This design comes from an exercise in tuning for small area, a short achievable clock period and few clock cycles on the open sky130 flow, not from production work.
Function was checked by simulation only, so behaviour that the tests miss may differ from the original.
Power figures rest on the tool's default switching activity, not on a simulated workload.

**flow/config.mk**
```make
export PLATFORM = sky130hd
export DESIGN_NAME = all_pairs_distance_relax_unit
export DESIGN_NICKNAME = all_pairs_distance_relax_unit
export VERILOG_FILES = /design/flow/design.v
export SDC_FILE = /design/flow/constraint.sdc
export NUM_CORES = 4
export LEC_CHECK = 0
export CAP_MARGIN = 20
export CORE_MARGIN = 2
export CORE_UTILIZATION = 40
export SLEW_MARGIN = 20
```
**flow/run.sh**
```bash
#!/bin/bash
# synth_recipe.tcl (not shown) runs the flow's synth.tcl, then flattens the netlist and writes it again
# the make line also repeats each setting of config.mk as NAME=value (left out here)
make -C /OpenROAD-flow-scripts/flow DESIGN_CONFIG=/design/flow/config.mk WORK_HOME=/design/flow/orfs CLKGATE_MAP_FILE= SYNTH_SCRIPT=/design/flow/synth_recipe.tcl finish
```
**flow/constraint.sdc**
```tcl
create_clock -name core_clock -period 7.0 [get_ports {clk}]
set_input_delay 1.4000 -clock core_clock [delete_from_list [all_inputs] [get_ports {clk}]]
set_output_delay 1.4000 -clock core_clock [all_outputs]
set_load 0.01 [all_outputs]
```
**flow/design.v**
```verilog
package apdr_pkg;
  localparam logic [1:0] OP_WRITE = 2'd0;
  localparam logic [1:0] OP_RELAX = 2'd1;
  localparam logic [1:0] OP_READ  = 2'd2;
  localparam logic [6:0] PASS_LIMIT = 7'd64;
  typedef struct packed {
    logic [1:0] operation;
    logic [3:0] row;
    logic [3:0] col;
    logic [7:0] value;
  } in_item_t;
  typedef struct packed {
    logic [7:0] read_value;
    logic [6:0] pass_count;
  } out_item_t;
endpackage
module all_pairs_distance_relax_unit #(
  parameter int MAX_NODES = 16
) (
  input  logic      clk,
  input  logic      rst_n,
  input  logic      in_valid,
  output logic      in_stall,
  input  logic [17:0] in_data,
  output logic      out_valid,
  input  logic      out_stall,
  output logic [14:0] out_data,
  input  logic      cfg_wr_en,
  input  logic [4:0] cfg_wr_data
);
  localparam int N = 16;
  apdr_pkg::in_item_t in_item;
  assign in_item = apdr_pkg::in_item_t'(in_data);
  typedef enum logic [2:0] {
    S_IDLE = 3'd0,
    S_RDM  = 3'd1,
    S_RF   = 3'd2,
    S_L    = 3'd3,
    S_S    = 3'd4,
    S_FL0  = 3'd5,
    S_FLE  = 3'd6
  } state_t;
  state_t          state_r;
  logic [4:0]      node_count_r;
  logic [3:0]      x_r, xp_r, t_r, nm1_r;
  logic [4:0]      n_r;
  logic [N-1:0]    t_oh_r, y_oh_r, zm_r;
  logic            tl_r, pv_r, changed_r;
  logic [6:0]      pass_r;
  logic [N-1:0]    mask_r, m_r;
  logic [N-1:0][7:0] r_r, p_r, rb_r;
  logic            bvalid_r;
  logic [3:0]      brow_r, rcol_r;
  logic            wpend_r;
  logic [3:0]      wrow_r, wcol_r;
  logic [7:0]      wval_r;
  logic            out_valid_r;
  logic [14:0]     out_data_r;
  assign in_stall  = (state_r != S_IDLE);
  assign out_valid = out_valid_r;
  assign out_data  = out_data_r;
  logic [N-1:0][N-1:0][7:0] memv;
  logic [N-1:0]       row_en;
  logic [N-1:0]       col_en;
  logic               row_wr;
  logic [N-1:0][7:0]  bbus;
  genvar gi, gj;
  generate
    for (gi = 0; gi < N; gi++) begin : g_row
      for (gj = 0; gj < N; gj++) begin : g_col
        logic [7:0] q;
        always_ff @(posedge clk) begin
          if (row_en[gi] && (row_wr || col_en[gj])) q <= bbus[gj];
        end
        assign memv[gi][gj] = q;
      end
    end
  endgenerate
  logic [N-1:0][7:0] port;
  always_comb begin
    port = '0;
    for (int i = 0; i < N; i++) begin
      if (t_oh_r[i]) port = port | memv[i];
    end
  end
  logic [7:0] p_t;
  logic       m_t;
  always_comb begin
    p_t = '0;
    for (int i = 0; i < N; i++) begin
      if (t_oh_r[i]) p_t = p_t | p_r[i];
    end
    m_t = |(t_oh_r & m_r);
  end
  logic [7:0]        ry;
  logic [N-1:0]      upd;
  logic [N-1:0][7:0] r_step;
  logic [N-1:0][8:0] dz;
  logic [N-1:0][7:0] sz;
  always_comb begin
    ry = '0;
    for (int i = 0; i < N; i++) begin
      if (y_oh_r[i]) ry = ry | r_r[i];
    end
    for (int z = 0; z < N; z++) begin
      dz[z] = {1'b0, r_r[z]} - {1'b0, rb_r[z]};
      sz[z] = ry + rb_r[z];
      upd[z] = zm_r[z] && !dz[z][8] && (ry < dz[z][7:0]);
      r_step[z] = upd[z] ? sz[z] : r_r[z];
    end
  end
  logic [4:0] n_act;
  assign n_act = (node_count_r > 5'd16) ? 5'd16 : node_count_r;
  logic       fetch_on;       
  logic       byp;            
  logic       pfw;            
  assign fetch_on = (state_r == S_RF) || (state_r == S_L) || (state_r == S_S);
  assign byp      = fetch_on && pv_r && (t_r == xp_r);
  assign pfw      = fetch_on && pv_r && m_t && !byp;
  logic [N-1:0][7:0] fetched;
  always_comb begin
    fetched = port;
    if (byp) begin
      fetched = p_r;
    end else if (pfw) begin
      for (int j = 0; j < N; j++) begin
        if (4'(j) == xp_r) fetched[j] = p_t;
      end
    end
  end
  logic [4:0] a1, a2;
  logic [3:0] succ_t;
  logic       succ_last;
  always_comb begin
    a1 = {1'b0, t_r} + 5'd1;
    a2 = (a1 == {1'b0, x_r}) ? a1 + 5'd1 : a1;
    if (a2 >= n_r) begin
      succ_t    = (x_r == nm1_r) ? 4'd0 : x_r + 4'd1;
      succ_last = 1'b1;
    end else begin
      succ_t    = a2[3:0];
      succ_last = 1'b0;
    end
  end
  logic [3:0]   ffs_m;
  logic [N-1:0] m_left;
  assign m_left = (state_r == S_FLE) ? (m_r & ~t_oh_r) : m_r;
  always_comb begin
    ffs_m = '0;
    for (int i = N - 1; i >= 0; i--) begin
      if (m_left[i]) ffs_m = 4'(i);
    end
  end
  logic [6:0] pass_inc;
  logic       any_upd;
  assign pass_inc = pass_r + 7'd1;
  assign any_upd  = |upd;
  function automatic [N-1:0] oh(input [3:0] v);
    oh = 16'd1 << v;
  endfunction
  always_comb begin
    row_en = '0;
    col_en = '0;
    row_wr = 1'b0;
    bbus   = {N{wval_r}};
    if (wpend_r) begin
      row_en = oh(wrow_r);
      col_en = oh(wcol_r);
    end else if (byp) begin
      row_en = t_oh_r;
      row_wr = 1'b1;
      bbus   = p_r;
    end else if (pfw) begin
      row_en = t_oh_r;
      col_en = oh(xp_r);
      bbus   = {N{p_t}};
    end else if (state_r == S_FL0) begin
      row_en = oh(xp_r);
      row_wr = 1'b1;
      bbus   = p_r;
    end else if (state_r == S_FLE) begin
      row_en = t_oh_r & m_r;
      col_en = oh(xp_r);
      bbus   = {N{p_t}};
    end
  end
  always_ff @(posedge clk) begin
    if (!rst_n) begin
      state_r      <= S_IDLE;
      out_valid_r  <= 1'b0;
      node_count_r <= 5'd16;
      bvalid_r     <= 1'b0;
      wpend_r      <= 1'b0;
    end else begin
      wpend_r <= 1'b0;
      if (out_valid_r && !out_stall) out_valid_r <= 1'b0;
      if (cfg_wr_en) node_count_r <= cfg_wr_data;
      case (state_r)
        S_IDLE: begin
          if (in_valid) begin
            case (in_item.operation)
              apdr_pkg::OP_WRITE: begin
                wpend_r     <= 1'b1;
                bvalid_r    <= 1'b0;
                out_valid_r <= 1'b1;
                out_data_r  <= '0;
              end
              apdr_pkg::OP_READ: begin
                if (bvalid_r && (brow_r == in_item.row)) begin
                  out_valid_r <= 1'b1;
                  out_data_r  <= {rb_r[in_item.col], 7'd0};
                end else begin
                  state_r <= S_RDM;
                end
              end
              apdr_pkg::OP_RELAX: begin
                if (n_act < 5'd2) begin
                  out_valid_r <= 1'b1;
                  out_data_r  <= {8'd0, 7'd1};
                end else begin
                  bvalid_r <= 1'b0;
                  state_r  <= S_RF;
                end
              end
              default: begin
                out_valid_r <= 1'b1;
                out_data_r  <= '0;
              end
            endcase
          end
        end
        S_RDM: begin
          bvalid_r    <= 1'b1;
          out_valid_r <= 1'b1;
          out_data_r  <= {port[rcol_r], 7'd0};
          state_r     <= S_IDLE;
        end
        S_RF: begin
          state_r <= S_L;
        end
        S_L: begin
          state_r <= S_S;
        end
        S_S: begin
          if (tl_r && (x_r == nm1_r)) begin
            if ((changed_r || any_upd) && (pass_inc < apdr_pkg::PASS_LIMIT)) begin
              state_r <= S_L;
            end else begin
              state_r <= S_FL0;
            end
          end else if (tl_r) begin
            state_r <= S_L;
          end
        end
        S_FL0: begin
          state_r <= S_FLE;
        end
        S_FLE: begin
          if (m_r == '0) begin
            out_valid_r <= 1'b1;
            out_data_r  <= {8'd0, pass_r};
            state_r     <= S_IDLE;
          end
        end
        default: state_r <= S_IDLE;
      endcase
    end
  end
  always_ff @(posedge clk) begin
    if (fetch_on || state_r == S_RDM) rb_r <= fetched;
    case (state_r)
      S_IDLE: begin
        if (in_valid) begin
          wrow_r <= in_item.row;
          wcol_r <= in_item.col;
          wval_r <= in_item.value;
          rcol_r <= in_item.col;
          t_r    <= in_item.row;
          t_oh_r <= oh(in_item.row);
          if (in_item.operation == apdr_pkg::OP_READ) brow_r <= in_item.row;
          if (in_item.operation == apdr_pkg::OP_RELAX) begin
            t_r       <= 4'd0;
            t_oh_r    <= oh(4'd0);
            tl_r      <= 1'b1;
            x_r       <= 4'd0;
            n_r       <= n_act;
            nm1_r     <= 4'(n_act - 5'd1);
            pass_r    <= '0;
            changed_r <= 1'b0;
            pv_r      <= 1'b0;
            m_r       <= '0;
          end
        end
      end
      S_RF: begin
        t_r    <= 4'd1;
        t_oh_r <= oh(4'd1);
        tl_r   <= 1'b0;
      end
      S_L: begin
        for (int z = 0; z < N; z++) begin
          r_r[z]  <= rb_r[z];
          zm_r[z] <= (5'(z) < n_r) && (4'(z) != x_r);
        end
        if (pv_r && m_r[x_r]) r_r[xp_r] <= p_r[x_r];
        mask_r <= '0;
        y_oh_r <= t_oh_r;
        t_r    <= succ_t;
        t_oh_r <= oh(succ_t);
        tl_r   <= succ_last;
      end
      S_S: begin
        r_r    <= r_step;
        mask_r <= mask_r | upd;
        if (any_upd) changed_r <= 1'b1;
        if (tl_r) begin
          p_r   <= r_step;
          m_r   <= mask_r | upd;
          xp_r  <= x_r;
          pv_r  <= 1'b1;
          x_r   <= t_r;
          t_r    <= (t_r == 4'd0) ? 4'd1 : 4'd0;
          t_oh_r <= (t_r == 4'd0) ? oh(4'd1) : oh(4'd0);
          tl_r   <= 1'b0;
          if (x_r == nm1_r) begin
            pass_r    <= pass_inc;
            changed_r <= 1'b0;
          end
        end else begin
          y_oh_r <= t_oh_r;
          t_r    <= succ_t;
          t_oh_r <= oh(succ_t);
          tl_r   <= succ_last;
        end
      end
      S_FL0: begin
        t_r    <= ffs_m;
        t_oh_r <= oh(ffs_m);
      end
      S_FLE: begin
        m_r    <= m_r & ~t_oh_r;
        t_r    <= ffs_m;
        t_oh_r <= oh(ffs_m);
      end
      default: ;
    endcase
  end
endmodule
```
==> run notes <==
CTS Root Cell = sky130_fd_sc_hd__clkbuf_16
Total clock sinks = 2589
Final core utilization = 45.2%
Pre-antenna DRT Iters = 9
Result of the run = timing/DRC/antenna clean
Largest family of logic cells by synthesized area = compound AO/OA/AOI/OAI gates
Adder-cell share of the synthesized area = 4.52%
Cell type of the slowest stage on the worst timing path = sky130_fd_sc_hd__nand4_1
Overall fraction of global-route tracks in use = 31.7%
I/O pin count = 45
Largest area contributor in the netlist = sky130_fd_sc_hd__edfxtp_1
Post-synthesis cell area = 118000 um2
Worst-path clk slew = 0.06 ns
Setup repair after global routing missed its margin = false
Setup Total Neg Slack = 0 ns
Final net count = 8853
Hold Crit Depth = 2
Simple-gate portion of the synthesized area = 6.02%
Starting utilization of the core area = 40.2%
Routed vias = 83400
CTS tree = built
Layout Skew = 0.0679 ns
Placed wire-length estimate after detailed placement = 328000 um
Max capacitance violation total = 0
Via count of the first global-routing pass = 75800
Kind of end point of the critical path = flop
Hold Buf Count CTS = 0
Arrival time of the worst setup path = 6.13 ns
Max rail drop VDD = 0.192 mV
Most used DFF post-synth = sky130_fd_sc_hd__edfxtp_1
Classification of the worst-slack hold path = reg -> reg
Transition time at the pin with the least slew margin = 1.27 ns
Total of cells resized after clock tree synthesis = 0
Fillers = 25600
Syn avg cell area = 14.1 um2
Max Freq = 0.181 GHz
Share of the yosys chip area belonging to registers = 65.6%
Total count of max-transition violations in the final report = 0
Critical path required time = 7.60 ns
Yosys warning total = 1
Fraction of synthesized area in multiplexers = 5.38%
Delay contributed by the slowest stage of the critical path = 0.90 ns
Cts bufs inserted = 279
Number of design rule violations left after detail routing = 0
Synthesis-to-finish area growth = 12.3%
Post-layout instance count excluding filler cells = 12600
Clock Path Buffers = 4
Maximum number of pins on one net before global-route repair = 129
Area enclosed by the die boundary = 300000 um2
Depth of the CTS H-tree = 5
Via density = 6.61
XOR/XNOR share of the synthesized area = 1.73%
Horizontal die dimension = 548 um
Remaining global-route overflow = 0
Number of register bits inferred by synthesis = 2589
Vertical extent of the die = 548 um
Static leakage = 44.5 nW
Count of unique library cells instantiated by Yosys = 83
Portion of the clock cycle consumed by the worst path in the final layout = 79.0%
Ordered cell list for the critical path = a22o_1 -> a221oi_1 -> nand4_1 -> buf_4 -> ha_1 -> nand4_1 -> a211oi_1 -> o22ai_1 -> nor4_1 -> buf_4 -> and4_1 -> nor3_1
Final count of negative-setup-slack endpoints = 0
Leading post-synthesis cells by cell area = sky130_fd_sc_hd__edfxtp_1 65%, sky130_fd_sc_hd__a22oi_1 4.7%, sky130_fd_sc_hd__ha_1 4.0%
Max-slew headroom at the worst pin = 14.9%
Number of nets in the synthesized netlist = 8822
Share of async-settable or async-resettable flops after synthesis = 0%
Total length of routed wires = 489000 um
Compound-cell area share of the yosys netlist = 14.1%
PortBufs = 44
First-iteration detailed-routing DRC count = 14600
Setup CP Type = reg -> reg
Share of cells above drive strength 1 = 12.1%
# Post-CTS Setup Buffers = 0
Routability congestion estimate = 1.05
Maximum net fanout on the critical path = 9
Portion of synthesized cell area occupied by the leading cell type = 65.5%
Final total power = 0.0353 W
Routed length per instance = 38.8 um
Cell count after placement = 12000
Std-Cell Rows = 199
Depth of the worst register-to-register path = 12
Post-layout minimum cycle time = 5.53 ns
Core region area = 294000 um2
Critical Path Start Type = flop
Final Hold Fails = 0
Number of enable flip-flop cells after synthesis = 2578
Number of instances in the synthesized netlist = 8386
Antenna violation net count after detailed routing = 0
Latest clock arrival within the worst-skew pair = 0.91 ns
Wire length of the first global-routing pass = 656000 um
Initial antenna violation count = 56
Power per unit of standard cell area = 266 nW/um2
## metal layers
metal / global-route usage [%] / part of all wire [%] / vias to the layer above
met5: 0.0475 / 0.039 / -
met4: 18.7 / 6.8 / 30
met3: 10.5 / 13 / 1444
met2: 44.9 / 42 / 6582
met1: 42.3 / 38 / 42100
li1: - / - / 33200
## cells in the mapped netlist, types with 16 or more instances
library cell / count
sky130_fd_sc_hd__edfxtp_1: 2578
sky130_fd_sc_hd__a22oi_1: 747
sky130_fd_sc_hd__nor2_1: 722
sky130_fd_sc_hd__ha_1: 376
sky130_fd_sc_hd__a21oi_1: 339
sky130_fd_sc_hd__inv_1: 302
sky130_fd_sc_hd__nand2_1: 286
sky130_fd_sc_hd__clkbuf_1: 249
sky130_fd_sc_hd__a21o_1: 244
sky130_fd_sc_hd__mux2_2: 244
sky130_fd_sc_hd__o21ai_0: 229
sky130_fd_sc_hd__a221oi_1: 227
sky130_fd_sc_hd__nand3_1: 221
sky130_fd_sc_hd__a22o_1: 216
sky130_fd_sc_hd__xnor2_1: 148
sky130_fd_sc_hd__buf_1: 122
sky130_fd_sc_hd__mux2i_1: 120
sky130_fd_sc_hd__nand4_1: 114
sky130_fd_sc_hd__buf_2: 110
sky130_fd_sc_hd__mux4_2: 107
sky130_fd_sc_hd__xor2_1: 83
sky130_fd_sc_hd__nor2b_1: 57
sky130_fd_sc_hd__o21bai_1: 37
sky130_fd_sc_hd__a211oi_1: 35
sky130_fd_sc_hd__o211ai_1: 34
sky130_fd_sc_hd__fa_1: 32
sky130_fd_sc_hd__nand2b_1: 32
sky130_fd_sc_hd__o21a_1: 32
sky130_fd_sc_hd__and2_1: 27
sky130_fd_sc_hd__o22ai_1: 26
sky130_fd_sc_hd__o21ai_1: 23
sky130_fd_sc_hd__nor3_1: 22
sky130_fd_sc_hd__a31oi_1: 16
sky130_fd_sc_hd__o221ai_1: 16
## area by class of cell
| cell class | count | area (um2) | share of cell area (%) |
|---|---|---|---|
| Tap cell | 3919 | 4900 | 3.69 |
| Multi-Input combinational cell | 5006 | 38000 | 28.6 |
| Timing Repair Buffer | 237 | 2230 | 1.68 |
| Clock buffer | 348 | 7460 | 5.62 |
| Sequential cell | 2589 | 77600 | 58.4 |
| Clock inverter | 132 | 1330 | 1.00 |
| Inverter | 304 | 1150 | 0.863 |
| Antenna cell | 76 | 190 | 0.143 |
## final timing paths
path / start / endpoint / slack [ns]
worst min register to register: bvalid_r / bvalid_r / 0.54
worst min-delay path: bvalid_r / bvalid_r / 0.54
worst max-delay path: y_oh_r[1] / changed_r / 1.47
worst max register to register: y_oh_r[1] / changed_r / 1.47
## worst max-delay path: cells and delay by family, from the launching register on
family,cells,cell delay (ns)
compound gates,4,1.75
fa+ha+maj,1,0.31
flops,1,0.60
buf+inv,2,0.71
simple gates,5,1.83
## through the flow
stage | instance area (um2) | hold WS, ns | setup slack [ns]
finish | 133000 | 0.536 | 1.47
global route | 133000 | 0.563 | 1.51
CTS | 133000 | 0.534 | 1.63
detailed placement | 124000 | 0.499 | 1.69
floorplan | 118000 | 0.421 | 0.466
global placement | 124000 | 0.490 | 1.61
## where the power goes
| part | internal, W | switching [W] | leakage [nW] |
|---|---|---|---|
| clock network | 0.00842 | 0.00624 | 4.28 |
| registers | 0.0173 | 0.000178 | 23.0 |
| logic | 0.000875 | 0.00226 | 17.3 |
## cells by family after synthesis
kind of cell / Yosys count
adder cells (fa/ha/maj): 408
buffers and inverters: 791
flip-flops: 2589
AO/OA/AOI/OAI: 2324
XOR/XNOR: 232
multiplexers: 471
AND/OR/NAND/NOR: 1571
## sequential cells by signal (all words and copies together) (netlist names), 8 cells and up
signal,cells
rb_r,128
t_oh_r,16
out_data_r,15
p_r,128
wval_r,8
y_oh_r,16
zm_r,16
mask_r,16
r_r,128
g_row.g_col.q,2048
m_r,16
## layout by cell type, fill, tap and decap left out, types with 244 or more instances in the layout
master                      count
sky130_fd_sc_hd__mux2_2       244
sky130_fd_sc_hd__a21o_1       244
sky130_fd_sc_hd__nand2_1      285
sky130_fd_sc_hd__nor2_1       687
sky130_fd_sc_hd__inv_1        300
sky130_fd_sc_hd__clkbuf_16    288
sky130_fd_sc_hd__a21oi_1      338
sky130_fd_sc_hd__ha_1         376
sky130_fd_sc_hd__edfxtp_1    2578
sky130_fd_sc_hd__a22oi_1      747
Testbench counts, summed over its fixed seeds: cycles 32,025.

separate check: timing with driven ports:
How much do the figures lean on ideal ports? The routed layout below was timed once more, with nothing changed but the port constraints.
Step 1 (the two cells are an assumption about what drives the block):
set clk [get_ports {clk}]
set_driving_cell -lib_cell sky130_fd_sc_hd__clkbuf_16 $clk
set_driving_cell -lib_cell sky130_fd_sc_hd__buf_2 [delete_from_list [all_inputs] $clk]
Step 2 moves the port delays by t, midway between the first and last clock arrival at a register: inputs arrive t later, outputs are due t later. That takes back most of the time a late clock gives input paths.
a / b / c = ideal ports / drivers / drivers and shift; a / b = the first two.
t (ns): 0.984
setup slack, ns: 1.472 / 1.472 / 1.472
worst setup path after step 2: register to register
latest minus earliest clock arrival (ns): 0.070 / 0.070
worst data-port slew with drivers (ns): 0.21
After both steps setup and hold are still met in this run. The setup slack of this run moves by 0.000 ns with the drivers and by 0.000 ns with both steps.
